What follows belongs to an exercise in optimizing a design on an open flow for small area, a short achievable clock period and few clock cycles per item; a production flow would make more cautious choices.
The RTL was checked by simulation tests, not by an equivalence proof against the original design.

onyx:
// aes128_enc
module aes128_enc (
	input  wire                      clock_clk_i,
	input  wire                      arst_n_i,
	input  wire                      in_req_i,
	output logic                     in_ack_o,
	input  wire aes_pkg::aes_block_u plaintext_i,
	input  wire aes_pkg::aes_block_u key_i,
	output logic                     out_req_o,
	input  wire                      out_ack_i,
	output aes_pkg::aes_block_u      ciphertext_o
);
For scale: about 6000 cells after synthesis, ~750 flip-flops.
export LEC_CHECK = 0
export CAP_MARGIN = 20
export CORE_MARGIN = 2
export CORE_UTILIZATION = 40
export SLEW_MARGIN = 20
export SYNTH_HIERARCHICAL = 1
create_clock -name core_clock -period 10.0 [get_ports {clock_clk_i}]
standard.sh (not shown) runs the stock make flow with config.mk's settings and CLKGATE_MAP_FILE= SYNTH_SCRIPT=/design/flow/synth_recipe.tcl, a recipe that flattens the netlist after the stock synthesis.
==> flow/flow/run.sh <==
#!/bin/bash
# Standard layout (the standard.sh, unchanged synthesis) with the
# resizer asked for more setup margin than the 10 ns clock needs, so that it
# sizes up the slow XOR chains, and plain buffers on the ports; the clock
# period and constraints are the standard flow's.
cp standard.sh standard_sh.log
export SETUP_SLACK_MARGIN=6.0
export BUFFER_PORTS_ARGS="-buffer_cell sky130_fd_sc_hd__buf_2"
bash standard.sh > standard.log 2>&1
Testbench counts of onyx, summed over its fixed seeds: cycles 3,880, items 384.
## Diff of input files: indigo against onyx
==> flow/flow/run.sh <==
#!/bin/bash
# Standard layout (the standard.sh, unchanged synthesis) with the
# resizer asked for more setup margin than the 10 ns clock needs, so that it
# sizes up the slow XOR chains, and plain buffers on the ports; the clock
# period and constraints are the standard flow's.
cp standard.sh standard_sh.log
export SETUP_SLACK_MARGIN=6.2
export BUFFER_PORTS_ARGS="-buffer_cell sky130_fd_sc_hd__buf_2"
bash standard.sh > standard.log 2>&1
-- flow/config.mk --
<<< onyx, line 8
export CAP_MARGIN = 20
export CORE_MARGIN = 2
export CORE_UTILIZATION = 40
export SLEW_MARGIN = 20
export SYNTH_HIERARCHICAL = 1
>>> indigo, line 8
export CAP_MARGIN = 20
export CORE_MARGIN = 2
export CORE_UTILIZATION = 55
export SLEW_MARGIN = 20
export SYNTH_HIERARCHICAL = 1
Results
indigo | status: complete | timing, DRC, antenna: pass
Critical path depth ended up 1 higher on indigo than on onyx.
Compared with onyx, indigo shows a higher number of buffer and inverter stages on the critical path.
Comparing indigo against onyx, there is no change at all in register bit count reported by yosys.
Count of clock-buffer cells in the layout: indigo vs onyx down 6.4%
Post-route worst setup slack: indigo and onyx compared, lower one is onyx
Input changes introduced in lagoon (baseline for comparison: indigo):
-- flow/config.mk --
<<< indigo, line 8
export CAP_MARGIN = 20
export CORE_MARGIN = 2
export CORE_UTILIZATION = 55
export SLEW_MARGIN = 20
export SYNTH_HIERARCHICAL = 1
>>> lagoon, line 8
export CAP_MARGIN = 20
export CORE_MARGIN = 2
export CORE_UTILIZATION = 40
export GPL_TIMING_DRIVEN = 1
export SLEW_MARGIN = 20
export SYNTH_HIERARCHICAL = 1
==> results.txt <==
- lagoon finished every stage and its layout cleared the timing, DRC and antenna checks.
- Across both runs, share of the cycle needed by the critical path after routing was lower for lagoon than for indigo.
- Compared with indigo, the detailed router inserted more vias in lagoon.
- Taking indigo as the reference, in lagoon global-route usage over all layers saw a decrease; fmax grew by about 1.5%.
Input-level comparison between cedar and lagoon:
-- flow/config.mk --
<<< lagoon, line 9
export CORE_MARGIN = 2
export CORE_UTILIZATION = 40
export GPL_TIMING_DRIVEN = 1
export SLEW_MARGIN = 20
export SYNTH_HIERARCHICAL = 1
>>> cedar, line 9
export CORE_MARGIN = 2
export CORE_UTILIZATION = 40
export SLEW_MARGIN = 20
export SYNTH_HIERARCHICAL = 1
Notes after the runs:
- From lagoon to cedar, routed length on met1 did not move at all.
- The clock-pin transition on the worst setup and hold timing paths on cedar is in line with that on lagoon.
- cedar -> lagoon: worst setup slack after layout delta 0, exact match
- From lagoon to cedar the numbers moved as follows: number of buffers other than clock buffers in the final layout closely matched the old numbers; sequential share of layout area flat.

aes128_enc again, from the RTL that the note above started with.
Settings: LEC_CHECK=0, CAP_MARGIN=20, CORE_MARGIN=2, CORE_UTILIZATION=40, CTS_BUF_LIST=sky130_fd_sc_hd__clkbuf_8, SLEW_MARGIN=20, SYNTH_HIERARCHICAL=1; clock period 10.0 ns.
==> flow/flow/run.sh <==
#!/bin/bash
# Standard layout (the standard.sh, unchanged synthesis) with the
# resizer asked for more setup margin than the 10 ns clock needs, so that it
# sizes up the slow XOR chains, and plain buffers on the ports; the clock
# period and constraints are the standard flow's.
cp standard.sh standard_sh.log
export SETUP_SLACK_MARGIN=6.2
export BUFFER_PORTS_ARGS="-buffer_cell sky130_fd_sc_hd__buf_2"
bash standard.sh > standard.log 2>&1
The baseline went through all stages and came out clean.
Testbench counts at the start, summed over its fixed seeds: cycles 3,880, items 384.
Rerun with:
--- a/flow/flow/run.sh
+++ b/flow/flow/run.sh
@@ -7 +7 @@
-export SETUP_SLACK_MARGIN=6.2
+export SETUP_SLACK_MARGIN=6.35
Settings changed: CTS_BUF_LIST sky130_fd_sc_hd__clkbuf_8 to unset.
The changed run passed the timing, DRC and antenna checks.
Final area came out higher by 2.9%.
Wire length increases by about 0.6%.
Via count drops by about 0.5%.
Maximum frequency came out higher by about 1.3%.
Final cell count decreases by about 0.4%.

build 26:
Another version of the RTL of aes128_enc (not shown whole).
Size in the first run: about 6,000 cells after synthesis, ~750 flip-flops, about 390 I/O pins, roughly 58,000 sq um of cells after synthesis.
Settings: LEC_CHECK=0, CAP_MARGIN=20, CORE_MARGIN=2, CORE_UTILIZATION=40, SLEW_MARGIN=20, SYNTH_HIERARCHICAL=1; clock period 10.0 ns.
==> flow/flow/run.sh <==
#!/bin/bash
# Standard layout (the standard.sh, unchanged synthesis) with the
# resizer asked for more setup margin than the 10 ns clock needs, so that it
# sizes up the slow XOR chains; the clock period and constraints are the standard flow's.
cp standard.sh standard_sh.log
export SETUP_SLACK_MARGIN=6.5
bash standard.sh > standard.log 2>&1
Looking at the reports, build 26 completed the entire flow and the layout it produced met the timing, DRC and antenna checks.
Testbench counts of build 26, summed over its fixed seeds: cycles 3,880, items 384.
[inputs] build 40 vs build 26
==> flow/flow/run.sh <==
#!/bin/bash
# Standard layout (the standard.sh, unchanged synthesis) with the
# resizer asked for more setup margin than the 10 ns clock needs, so that it
# sizes up the slow XOR chains, and plain buffers on the ports; the clock
# period and constraints are the standard flow's.
cp standard.sh standard_sh.log
export SETUP_SLACK_MARGIN=6.6
export BUFFER_PORTS_ARGS="-buffer_cell sky130_fd_sc_hd__buf_2"
bash standard.sh > standard.log 2>&1
### Flow results
sky130_fd_sc_hd__dfxtp_2 as the standard cell with the maximum stage delay on the critical path was reported by build 40, and sky130_fd_sc_hd__dfxtp_1 by build 26.
When build 40 is set beside build 26, its post-layout minimum cycle time turns out to be 0.049 ns smaller.
Number of gates resized after cts for build 40: 15% down relative to build 26
Final core utilization for build 40: 2.2 points up relative to build 26
The inputs of build 22 differ from those of build 40 as listed below.
-- flow/flow/run.sh --
<<< build 40, line 6
cp standard.sh standard_sh.log
export SETUP_SLACK_MARGIN=6.6
export BUFFER_PORTS_ARGS="-buffer_cell sky130_fd_sc_hd__buf_2"
>>> build 22, line 6
cp standard.sh standard_sh.log
export SETUP_SLACK_MARGIN=6.2
export BUFFER_PORTS_ARGS="-buffer_cell sky130_fd_sc_hd__buf_2"
==> comparison <==
- [compare] base=build 40 new=build 22: area occupied by registers went down; longest individual stage delay on the worst path picked up an extra 0.07 ns; number of clock-tree buffers in the layout now sits higher; multi-input logic portion of the cell area went down by 0.48 points; non-clock buffer count fell 364.
- Taking build 40 as the reference, in build 22 number of standard cells in the final layout excluding fillers shrank by 4.3%; CTS clock-pin slew for the worst setup and hold paths held steady.
- Diff build 40 -> build 22: worst setup slack has decreased; number of hold buffers added after CTS shows no meaningful change.
> inputs changed (build 22 -> build 8)
==> flow/run.sh (new file) <==
#!/bin/bash
# synth_recipe.tcl (not shown) runs the flow's synth.tcl, then flattens the netlist and writes it again
# the make line also repeats each setting of config.mk as NAME=value (left out here)
make -C /OpenROAD-flow-scripts/flow DESIGN_CONFIG=/design/flow/config.mk WORK_HOME=/design/flow/orfs CLKGATE_MAP_FILE= SYNTH_SCRIPT=/design/flow/synth_recipe.tcl finish
removed: flow/flow/run.sh
removed: flow/standard.sh
- Build 8 against build 22; maximum frequency is down by more than 10%.
- Of the two values seen for source of the critical timing path, b_mid_q[116] was produced by build 22 and b_key_q[8] by build 8.
- Comparing build 22 with build 8, the clock-pin slew on the worst setup and hold paths came out essentially unchanged.
- Sequential cell count: build 22 vs build 8 identical
- Looking at first-pass GRT wire length, build 8 sits 0.97% higher than build 22 does.

[what the ideal ports hide]
In the flow no input, the clock included, has a driving cell. The finished layouts below were timed again as built, in two steps. Step 1 assumes that a clkbuf_16 drives the clock port and a buf_2 every other input. Step 2, shift: input delay + t, output delay - t, t = (earliest + latest rising clock arrival at the registers) / 2. This alone moves slack from input paths to output paths. a / b / c = no drivers / after step 1 / after step 2; a / b = the first two.
| run | shift t [ns] | setup slack, ns | worst slew at a driven data input, ns |
|---|---|---|---|
| onyx | 0.804 | 6.010 / 6.010 / 6.010 | 0.12 |
| indigo | 0.746 | 6.240 / 6.240 / 6.240 | 0.06 |
| lagoon | 0.801 | 6.296 / 6.296 / 6.296 | 0.12 |
| cedar | 0.801 | 6.296 / 6.296 / 6.296 | 0.12 |
| the first run of note 2 | 0.970 | 6.251 / 6.224 / 6.251 | 0.11 |
| the second run of note 2 | 0.793 | 6.301 / 6.301 / 6.301 | 0.12 |
| build 26 | 0.784 | 6.403 / 6.403 / 5.935 | 0.05 |
| build 40 | 0.784 | 6.452 / 6.452 / 6.452 | 0.07 |
| build 22 | 0.798 | 6.202 / 6.202 / 6.202 | 0.07 |
| build 8 | 0.772 | 5.265 / 5.265 / 5.265 | 0.05 |
After both steps setup and hold are still met in every run listed. For build 26, which loses most, drivers alone change the setup slack by 0.000 ns; drivers and shift together by -0.468 ns.
